This design comes from an exercise in tuning for small area and a short achievable clock period on the open sky130 flow, not from production work.
Function was checked by simulation only, so behaviour that the tests miss may differ from the original.
Power and IR drop assume default switching activity.

==> trial 98 <==
==> flow/design.v (excerpt) <==
module bru_bht #(
  parameter int XLEN      = 32,
  parameter int BHT_DEPTH = 64,
  parameter int TAG_W     = 8
) (
  input  logic            clk_i,
  input  logic            rst_i,
  input  logic [XLEN-1:0] if_pc_i,
  output logic            if_pred_taken_o,
  output logic [XLEN-1:0] if_pred_target_o,
  input  logic            ex_valid_i,
  input  logic [XLEN-1:0] ex_pc_i,
  input  logic [XLEN-1:0] rs1_data_i,
  input  logic [XLEN-1:0] rs2_data_i,
  input  logic            is_br_i,
  input  logic            is_uncbr_i,
  input  logic [2:0]      funct3_i,
  input  logic [XLEN-1:0] ex_target_i,
  input  logic            ex_pred_taken_i,
  input  logic [XLEN-1:0] ex_pred_target_i,
  output logic            true_br_decision_o,
  output logic            mispredict_o,
  output logic [XLEN-1:0] redirect_pc_o,
  output logic            busy_o
);
  localparam int IDX_W = $clog2(BHT_DEPTH);
  localparam logic [IDX_W-1:0] LAST_IDX = IDX_W'(BHT_DEPTH - 1);
  logic [1:0]       cnt_mem   [BHT_DEPTH];
  logic [TAG_W-1:0] tag_mem   [BHT_DEPTH];
  logic [XLEN-1:0]  tgt_mem   [BHT_DEPTH];
  logic             init_q;
  logic [IDX_W-1:0] ptr_q;
  logic             eq, lt, ltu, taken;
  logic [IDX_W-1:0] if_idx, ex_idx;
  logic [TAG_W-1:0] if_tag, ex_tag;
  logic             upd_en, tt_en;
  logic [1:0]       cnt_new;
  localparam int IW = XLEN - 2;
  localparam int IL = $clog2(IW);
  function automatic logic [XLEN-1:0] pc_plus4(input logic [XLEN-1:0] pc);
    logic [IW-1:0] p [IL+1];
    logic [XLEN-1:0] r;
    p[0] = pc[XLEN-1:2];
    for (int l = 0; l < IL; l++)
      for (int i = 0; i < IW; i++)
        p[l+1][i] = (i >= (1 << l)) ? (p[l][i] & p[l][i-(1<<l)]) : p[l][i];
    r[1:0] = pc[1:0];
    r[2]   = ~pc[2];
    for (int i = 1; i < IW; i++) r[i+2] = pc[i+2] ^ p[IL][i-1];
    pc_plus4 = r;
  endfunction
  logic [XLEN-1:0] if_pc4, ex_pc4;
  assign if_pc4 = pc_plus4(if_pc_i);
  assign ex_pc4 = pc_plus4(ex_pc_i);
  bru_cmp #(.XLEN(XLEN)) u_cmp (
    .rs1 (rs1_data_i),
    .rs2 (rs2_data_i),
    .eq  (eq),
    .lt  (lt),
    .ltu (ltu)
  );
  localparam int NTK = XLEN / 8;
  localparam int TK_MIS = NTK;
  localparam int TK_UPD = NTK + 1;
  logic [NTK+1:0] tk;
  logic           tgt_ne;
  ...
make LEC_CHECK=0 CAP_MARGIN=20 CORE_MARGIN=2 CORE_UTILIZATION=50 CTS_BUF_LIST=sky130_fd_sc_hd__clkbuf_16 CTS_CLUSTER_DIAMETER=100 CTS_CLUSTER_SIZE=30 SETUP_SLACK_MARGIN=5 SLEW_MARGIN=20 SYNTH_HIERARCHICAL=1 SYNTH_MINIMUM_KEEP_SIZE=0 finish   # period 12.0 ns
run.sh (not shown) runs the stock make flow with config.mk's settings and CLKGATE_MAP_FILE= SYNTH_SCRIPT=/design/flow/synth_recipe.tcl, a recipe that flattens the netlist after the stock synthesis.
==> inputs of trial 33, as changes to trial 98 <==
--- a/flow/design.v
+++ b/flow/design.v
@@ -128,19 +128,25 @@
       .eq (eq), .lt (lt), .ltu (ltu),
       .is_br (is_br_i), .is_uncbr (is_uncbr_i), .funct3 (funct3_i),
       .taken (tk[c])
     );
   end
   assign taken              = tk[TK_UPD];
   assign tgt_ne             = (ex_pred_target_i != ex_target_i);
   assign true_br_decision_o = tk[TK_MIS];
-  assign mispredict_o       = ex_valid_i & (tk[TK_MIS] ? (~ex_pred_taken_i | tgt_ne) : ex_pred_taken_i);
-  for (genvar k = 0; k < XLEN; k++) begin : g_red
-    assign redirect_pc_o[k] = tk[k / 8] ? ex_target_i[k] : ex_pc4[k];
+  bru_mux2 #(.W(1)) u_mis (
+    .s (tk[TK_MIS]),
+    .a (ex_valid_i & (~ex_pred_taken_i | tgt_ne)),
+    .b (ex_valid_i & ex_pred_taken_i),
+    .y (mispredict_o)
+  );
+  for (genvar c = 0; c < NTK; c++) begin : g_red
+    bru_mux2 #(.W(8)) u_mux (
+      .s(tk[c]), .a(ex_target_i[8*c +: 8]), .b(ex_pc4[8*c +: 8]), .y(redirect_pc_o[8*c +: 8]));
   end
   assign busy_o = rst_i | init_q;
   assign if_idx = if_pc_i[IDX_W+1:2];
   assign if_tag = if_pc_i[IDX_W+TAG_W+1:IDX_W+2];
   assign ex_idx = ex_pc_i[IDX_W+1:2];
   assign ex_tag = ex_pc_i[IDX_W+TAG_W+1:IDX_W+2];
   localparam int NG = BHT_DEPTH / 8;
   localparam int NH = XLEN / 8;                    
@@ -161,35 +167,36 @@
     end
     for (int g = 0; g < NG; g++) begin
       if_hi[g] = (if_idx[IDX_W-1:3] == (IDX_W-3)'(g));
       ex_hi[g] = (ex_idx[IDX_W-1:3] == (IDX_W-3)'(g));
     end
     for (int i = 0; i < BHT_DEPTH; i++) begin
       if_dec[i] = if_lo[i % 8] & if_hi[i / 8];
       ex_dec[i] = ex_lo[i % 8] & ex_hi[i / 8];
-      match[i]  = cnt_mem[i][1] & (tag_mem[i] == if_tag);
+      match[i]  = ~busy_o & cnt_mem[i][1] & (tag_mem[i] == if_tag);
     end
   end
   for (genvar g = 0; g < NG; g++) begin : g_grp
     logic [8*RW-1:0] if_d;
     logic [8*2-1:0]  ex_d;
     for (genvar j = 0; j < 8; j++) begin : g_ent
       assign if_d[j*RW +: RW] = {{NH{match[8*g+j]}}, tgt_mem[8*g+j]};
       assign ex_d[j*2 +: 2]   = cnt_mem[8*g+j];
     end
     bru_sel8 #(.W(RW)) u_if (.sel(if_dec[8*g +: 8]), .d(if_d), .y(if_grp[g*RW +: RW]));
     bru_sel8 #(.W(2))  u_ex (.sel(ex_lo), .d(ex_d), .y(ex_grp[g*2 +: 2]));
   end
   bru_or8 #(.W(RW)) u_if_fin (.d(if_grp), .y({rd_hit, rd_tgt}));
   bru_sel8 #(.W(2))  u_ex_fin (.sel(ex_hi), .d(ex_grp), .y(rd_cnt_ex));
-  assign pred            = {NH{~busy_o}} & rd_hit;
+  assign pred            = rd_hit;
   assign if_pred_taken_o = pred[0];
-  for (genvar k = 0; k < XLEN; k++) begin : g_ptgt
-    assign if_pred_target_o[k] = pred[k / 8] ? rd_tgt[k] : if_pc4[k];
+  for (genvar c = 0; c < NH; c++) begin : g_ptgt
+    bru_mux2 #(.W(8)) u_mux (
+      .s(pred[c]), .a(rd_tgt[8*c +: 8]), .b(if_pc4[8*c +: 8]), .y(if_pred_target_o[8*c +: 8]));
   end
   always_ff @(posedge clk_i) begin
     if (rst_i) begin
       init_q <= 1'b1;
       ptr_q  <= '0;
     end else if (init_q) begin
       ptr_q  <= ptr_q + 1'b1;
       if (ptr_q == LAST_IDX) init_q <= 1'b0;
@@ -223,31 +230,95 @@
   end
 endmodule
 module bru_or8 #(
   parameter int W = 1
 ) (
   input  logic [8*W-1:0] d,
   output logic [W-1:0]   y
 );
-  always_comb begin
-    y = '0;
-    for (int j = 0; j < 8; j++) y = y | d[j*W +: W];
-  end
+  logic [4*W-1:0] n;
+  for (genvar p = 0; p < 4; p++) begin : g_pair
+    bru_nor2 #(.W(W)) u_nor (.a(d[(2*p)*W +: W]), .b(d[(2*p+1)*W +: W]), .y(n[p*W +: W]));
+  end
+  bru_nand4 #(.W(W)) u_nand (.a(n[0 +: W]), .b(n[W +: W]), .c(n[2*W +: W]), .d(n[3*W +: W]), .y(y));
+endmodule
+module bru_nor2 #(
+  parameter int W = 1
+) (
+  input  logic [W-1:0] a,
+  input  logic [W-1:0] b,
+  output logic [W-1:0] y
+);
+  assign y = ~(a | b);
+endmodule
+module bru_nand4 #(
+  parameter int W = 1
+) (
+  input  logic [W-1:0] a,
+  input  logic [W-1:0] b,
+  input  logic [W-1:0] c,
+  input  logic [W-1:0] d,
+  output logic [W-1:0] y
+);
+  assign y = ~(a & b & c & d);
+endmodule
+module bru_mux2 #(
+  parameter int W = 1
+) (
+  input  logic         s,
+  input  logic [W-1:0] a,
+  input  logic [W-1:0] b,
+  output logic [W-1:0] y
+);
+  logic [W-1:0] pa_n, pb_n;
+  bru_nand2 #(.W(W)) u_pa (.a({W{s}}), .b(a), .y(pa_n));
+  bru_orn2  #(.W(W)) u_pb (.a({W{s}}), .b(b), .y(pb_n));
+  bru_nand2 #(.W(W)) u_y  (.a(pa_n), .b(pb_n), .y(y));
+endmodule
+module bru_nand2 #(
+  parameter int W = 1
+) (
+  input  logic [W-1:0] a,
+  input  logic [W-1:0] b,
+  output logic [W-1:0] y
+);
+  assign y = ~(a & b);
+endmodule
+module bru_orn2 #(
+  parameter int W = 1
+) (
+  input  logic [W-1:0] a,
+  input  logic [W-1:0] b,
+  output logic [W-1:0] y
+);
+  assign y = a | ~b;
 endmodule
 module bru_taken (
   input  logic       eq,
   input  logic       lt,
   input  logic       ltu,
   input  logic       is_br,
   input  logic       is_uncbr,
   input  logic [2:0] funct3,
   output logic       taken
 );
   logic s_eq, s_ne, s_lt, s_ge, s_ltu, s_geu;
+  logic t_eq_n, t_lt_n, t_ltu_n;
   assign s_eq  = is_br & (funct3 == bru_pkg::F3_BEQ);
   assign s_ne  = is_br & (funct3 == bru_pkg::F3_BNE);
   assign s_lt  = is_br & (funct3 == bru_pkg::F3_BLT);
   assign s_ge  = is_br & (funct3 == bru_pkg::F3_BGE);
   assign s_ltu = is_br & (funct3 == bru_pkg::F3_BLTU);
   assign s_geu = is_br & (funct3 == bru_pkg::F3_BGEU);
-  assign taken = is_uncbr | (eq ? s_eq : s_ne) | (lt ? s_lt : s_ge) | (ltu ? s_ltu : s_geu);
-endmodule
+  bru_mux2i u_eq  (.s(eq),  .a(s_eq),  .b(s_ne),  .y(t_eq_n));
+  bru_mux2i u_lt  (.s(lt),  .a(s_lt),  .b(s_ge),  .y(t_lt_n));
+  bru_mux2i u_ltu (.s(ltu), .a(s_ltu), .b(s_geu), .y(t_ltu_n));
+  bru_nand4 #(.W(1)) u_or (.a(t_eq_n), .b(t_lt_n), .c(t_ltu_n), .d(~is_uncbr), .y(taken));
+endmodule
+module bru_mux2i (
+  input  logic s,
+  input  logic a,
+  input  logic b,
+  output logic y
+);
+  assign y = ~(s ? a : b);
+endmodule
CORE_UTILIZATION = 60   (was 50)
CTS_CLUSTER_DIAMETER = 80   (was 100)
CTS_CLUSTER_SIZE = 24   (was 30)
PLACE_DENSITY = 0.68   (was unset)
==> inputs of build 45, as changes to trial 98 <==
--- a/flow/design.v
+++ b/flow/design.v
@@ -113,84 +113,72 @@
   assign ex_pc4 = pc_plus4(ex_pc_i);
   bru_cmp #(.XLEN(XLEN)) u_cmp (
     .rs1 (rs1_data_i),
     .rs2 (rs2_data_i),
     .eq  (eq),
     .lt  (lt),
     .ltu (ltu)
   );
-  localparam int NTK = XLEN / 8;
-  localparam int TK_MIS = NTK;
-  localparam int TK_UPD = NTK + 1;
-  logic [NTK+1:0] tk;
-  logic           tgt_ne;
-  for (genvar c = 0; c < NTK + 2; c++) begin : g_tk
-    bru_taken u_tk (
-      .eq (eq), .lt (lt), .ltu (ltu),
-      .is_br (is_br_i), .is_uncbr (is_uncbr_i), .funct3 (funct3_i),
-      .taken (tk[c])
-    );
-  end
-  assign taken              = tk[TK_UPD];
+  logic s_eq, s_ne, s_lt, s_ge, s_ltu, s_geu, tgt_ne;
+  assign s_eq  = is_br_i & (funct3_i == bru_pkg::F3_BEQ);
+  assign s_ne  = is_br_i & (funct3_i == bru_pkg::F3_BNE);
+  assign s_lt  = is_br_i & (funct3_i == bru_pkg::F3_BLT);
+  assign s_ge  = is_br_i & (funct3_i == bru_pkg::F3_BGE);
+  assign s_ltu = is_br_i & (funct3_i == bru_pkg::F3_BLTU);
+  assign s_geu = is_br_i & (funct3_i == bru_pkg::F3_BGEU);
+  assign taken = is_uncbr_i | (eq ? s_eq : s_ne) | (lt ? s_lt : s_ge) | (ltu ? s_ltu : s_geu);
   assign tgt_ne             = (ex_pred_target_i != ex_target_i);
-  assign true_br_decision_o = tk[TK_MIS];
-  assign mispredict_o       = ex_valid_i & (tk[TK_MIS] ? (~ex_pred_taken_i | tgt_ne) : ex_pred_taken_i);
-  for (genvar k = 0; k < XLEN; k++) begin : g_red
-    assign redirect_pc_o[k] = tk[k / 8] ? ex_target_i[k] : ex_pc4[k];
-  end
+  assign true_br_decision_o = taken;
+  assign mispredict_o       = ex_valid_i & (taken ? (~ex_pred_taken_i | tgt_ne) : ex_pred_taken_i);
+  assign redirect_pc_o      = taken ? ex_target_i : ex_pc4;
   assign busy_o = rst_i | init_q;
   assign if_idx = if_pc_i[IDX_W+1:2];
   assign if_tag = if_pc_i[IDX_W+TAG_W+1:IDX_W+2];
   assign ex_idx = ex_pc_i[IDX_W+1:2];
   assign ex_tag = ex_pc_i[IDX_W+TAG_W+1:IDX_W+2];
   localparam int NG = BHT_DEPTH / 8;
-  localparam int NH = XLEN / 8;                    
-  localparam int RW = XLEN + NH;                   
+  localparam int RW = XLEN + 1;                    
   logic [7:0]           if_lo, ex_lo;
   logic [NG-1:0]        if_hi, ex_hi;
-  logic [BHT_DEPTH-1:0] if_dec, ex_dec;
+  logic [BHT_DEPTH-1:0] ex_dec;
   logic [BHT_DEPTH-1:0] match;
   logic [XLEN-1:0]      rd_tgt;
-  logic [NH-1:0]        rd_hit, pred;
+  logic                 rd_hit;
   logic [1:0]           rd_cnt_ex;
   logic [NG*RW-1:0]     if_grp;
   logic [NG*2-1:0]      ex_grp;
   always_comb begin
     for (int j = 0; j < 8; j++) begin
       if_lo[j] = (if_idx[2:0] == 3'(j));
       ex_lo[j] = (ex_idx[2:0] == 3'(j));
     end
     for (int g = 0; g < NG; g++) begin
       if_hi[g] = (if_idx[IDX_W-1:3] == (IDX_W-3)'(g));
       ex_hi[g] = (ex_idx[IDX_W-1:3] == (IDX_W-3)'(g));
     end
     for (int i = 0; i < BHT_DEPTH; i++) begin
-      if_dec[i] = if_lo[i % 8] & if_hi[i / 8];
       ex_dec[i] = ex_lo[i % 8] & ex_hi[i / 8];
       match[i]  = cnt_mem[i][1] & (tag_mem[i] == if_tag);
     end
   end
   for (genvar g = 0; g < NG; g++) begin : g_grp
     logic [8*RW-1:0] if_d;
     logic [8*2-1:0]  ex_d;
     for (genvar j = 0; j < 8; j++) begin : g_ent
-      assign if_d[j*RW +: RW] = {{NH{match[8*g+j]}}, tgt_mem[8*g+j]};
+      assign if_d[j*RW +: RW] = {match[8*g+j], tgt_mem[8*g+j]};
       assign ex_d[j*2 +: 2]   = cnt_mem[8*g+j];
     end
-    bru_sel8 #(.W(RW)) u_if (.sel(if_dec[8*g +: 8]), .d(if_d), .y(if_grp[g*RW +: RW]));
+    bru_sel8 #(.W(RW)) u_if (.sel(if_lo), .d(if_d), .y(if_grp[g*RW +: RW]));
     bru_sel8 #(.W(2))  u_ex (.sel(ex_lo), .d(ex_d), .y(ex_grp[g*2 +: 2]));
   end
-  bru_or8 #(.W(RW)) u_if_fin (.d(if_grp), .y({rd_hit, rd_tgt}));
+  bru_sel8 #(.W(RW)) u_if_fin (.sel(if_hi), .d(if_grp), .y({rd_hit, rd_tgt}));
   bru_sel8 #(.W(2))  u_ex_fin (.sel(ex_hi), .d(ex_grp), .y(rd_cnt_ex));
-  assign pred            = {NH{~busy_o}} & rd_hit;
-  assign if_pred_taken_o = pred[0];
-  for (genvar k = 0; k < XLEN; k++) begin : g_ptgt
-    assign if_pred_target_o[k] = pred[k / 8] ? rd_tgt[k] : if_pc4[k];
-  end
+  assign if_pred_taken_o  = ~busy_o & rd_hit;
+  assign if_pred_target_o = if_pred_taken_o ? rd_tgt : if_pc4;
   always_ff @(posedge clk_i) begin
     if (rst_i) begin
       init_q <= 1'b1;
       ptr_q  <= '0;
     end else if (init_q) begin
       ptr_q  <= ptr_q + 1'b1;
       if (ptr_q == LAST_IDX) init_q <= 1'b0;
     end
@@ -217,37 +205,8 @@
   input  logic [8*W-1:0] d,
   output logic [W-1:0]   y
 );
   always_comb begin
     y = '0;
     for (int j = 0; j < 8; j++) y = y | ({W{sel[j]}} & d[j*W +: W]);
   end
 endmodule
-module bru_or8 #(
-  parameter int W = 1
-) (
-  input  logic [8*W-1:0] d,
-  output logic [W-1:0]   y
-);
-  always_comb begin
-    y = '0;
-    for (int j = 0; j < 8; j++) y = y | d[j*W +: W];
-  end
-endmodule
-module bru_taken (
-  input  logic       eq,
-  input  logic       lt,
-  input  logic       ltu,
-  input  logic       is_br,
-  input  logic       is_uncbr,
-  input  logic [2:0] funct3,
-  output logic       taken
-);
-  logic s_eq, s_ne, s_lt, s_ge, s_ltu, s_geu;
-  assign s_eq  = is_br & (funct3 == bru_pkg::F3_BEQ);
-  assign s_ne  = is_br & (funct3 == bru_pkg::F3_BNE);
-  assign s_lt  = is_br & (funct3 == bru_pkg::F3_BLT);
-  assign s_ge  = is_br & (funct3 == bru_pkg::F3_BGE);
-  assign s_ltu = is_br & (funct3 == bru_pkg::F3_BLTU);
-  assign s_geu = is_br & (funct3 == bru_pkg::F3_BGEU);
-  assign taken = is_uncbr | (eq ? s_eq : s_ne) | (lt ? s_lt : s_ge) | (ltu ? s_ltu : s_geu);
-endmodule
CTS_BUF_LIST = sky130_fd_sc_hd__clkbuf_8   (was sky130_fd_sc_hd__clkbuf_16)
CTS_CLUSTER_DIAMETER = unset   (was 100)
CTS_CLUSTER_SIZE = unset   (was 30)
==> comparison table <==
| quantity | trial 98 | build 45 | trial 33 |
|---|---|---|---|
| Non-CTS inverters | 52 | 56 | 65 |
| Met1 track demand over resource in global routing | 43.0% | 46.7% | 48.4% |
| Post-synthesis instance area | 106000 um2 | 107000 um2 | 107000 um2 |
| Simple-gate share of the synthesized area | 5.26% | 4.50% | 6.54% |
| First-pass GRT wire length | 476000 um | 528000 um | 460000 um |
| Share of power burned in combinational logic | 7.4% | 7.4% | 6.7% |
| Die boundary height | 465 um | 467 um | 427 um |
| Synthesis-to-finish area growth | 14.8% | 18.1% | 13.9% |
| Filler cells | 15900 | 16100 | 11700 |
| Clock buffers | 106 | 448 | 139 |
| Antenna cells | 4 | 7 | 21 |
| Clock share of power | 27.8% | 37.6% | 30.6% |
| Detailed Routing Iterations Pass 1 | 7 | 6 | 9 |
| Status | finished clean | finished clean | finished clean |
| Pin count of the biggest net entering global routing | 75 | 75 | 67 |
| Final setup margin | 4280 ps | 4180 ps | 4520 ps |
| Layout Utilization | 57.7% | 59.2% | 68.7% |
| Net Count, Synth | 6430 | 6317 | 6656 |
| Met3 demand-to-capacity share in global routing | 4.80% | 8.71% | 8.08% |
| Tapcells inserted | 2821 | 2838 | 2355 |
| Multi-input combinational cell count | 3081 | 2925 | 3297 |
| Worst slew margin relative to its limit | 21.1% | 19.3% | 5.45% |
| Share of the synthesized area in the top cell type | 75.9% | 75.3% | 75.2% |
| Capture point of the critical path | if_pred_target_o[17] | if_pred_target_o[1] | if_pred_target_o[28] |
| Sum of met2 wire segment lengths after detailed routing | 163000 um | 177000 um | 155000 um |
| Average routed wire per standard cell | 36.0 um | 38.8 um | 35.6 um |
| Register-to-register path setup slack | 8080 ps | 7320 ps | 8620 ps |

==> afterwards: timing with drivers on the ports <==
How much do the figures lean on ideal ports? The routed layouts below were timed once more, with nothing changed but the port constraints. Step 1, drivers: a clkbuf_16 drives clk_i and a buf_2 each remaining input, both assumed. Step 2 adds t to the input delays and takes it off the output delays; t is the mean of the earliest and latest rising clock arrival at the registers after step 1. Input paths then give back, and output paths get back, about the clock's delay inside the block. a / b / c = ideal ports / drivers / drivers and shift; a / b = the first two.
run | t (ns) | setup WS [ns] | slew at the worst register clock pin (ns) | worst data-port slew with drivers (ns)
trial 98 | 0.911 | 4.280 / 4.035 / 4.035 | 0.12 / 0.12 | 0.33
trial 33 | 0.916 | 4.522 / 4.347 / 4.347 | 0.10 / 0.10 | 0.36
build 45 | 1.160 | 4.183 / 4.062 / 4.062 | 0.07 / 0.07 | 0.30
After both steps every run listed still meets setup and hold. The setup slack of trial 98, which loses most, moves by -0.245 ns with the drivers and by -0.245 ns with both steps.
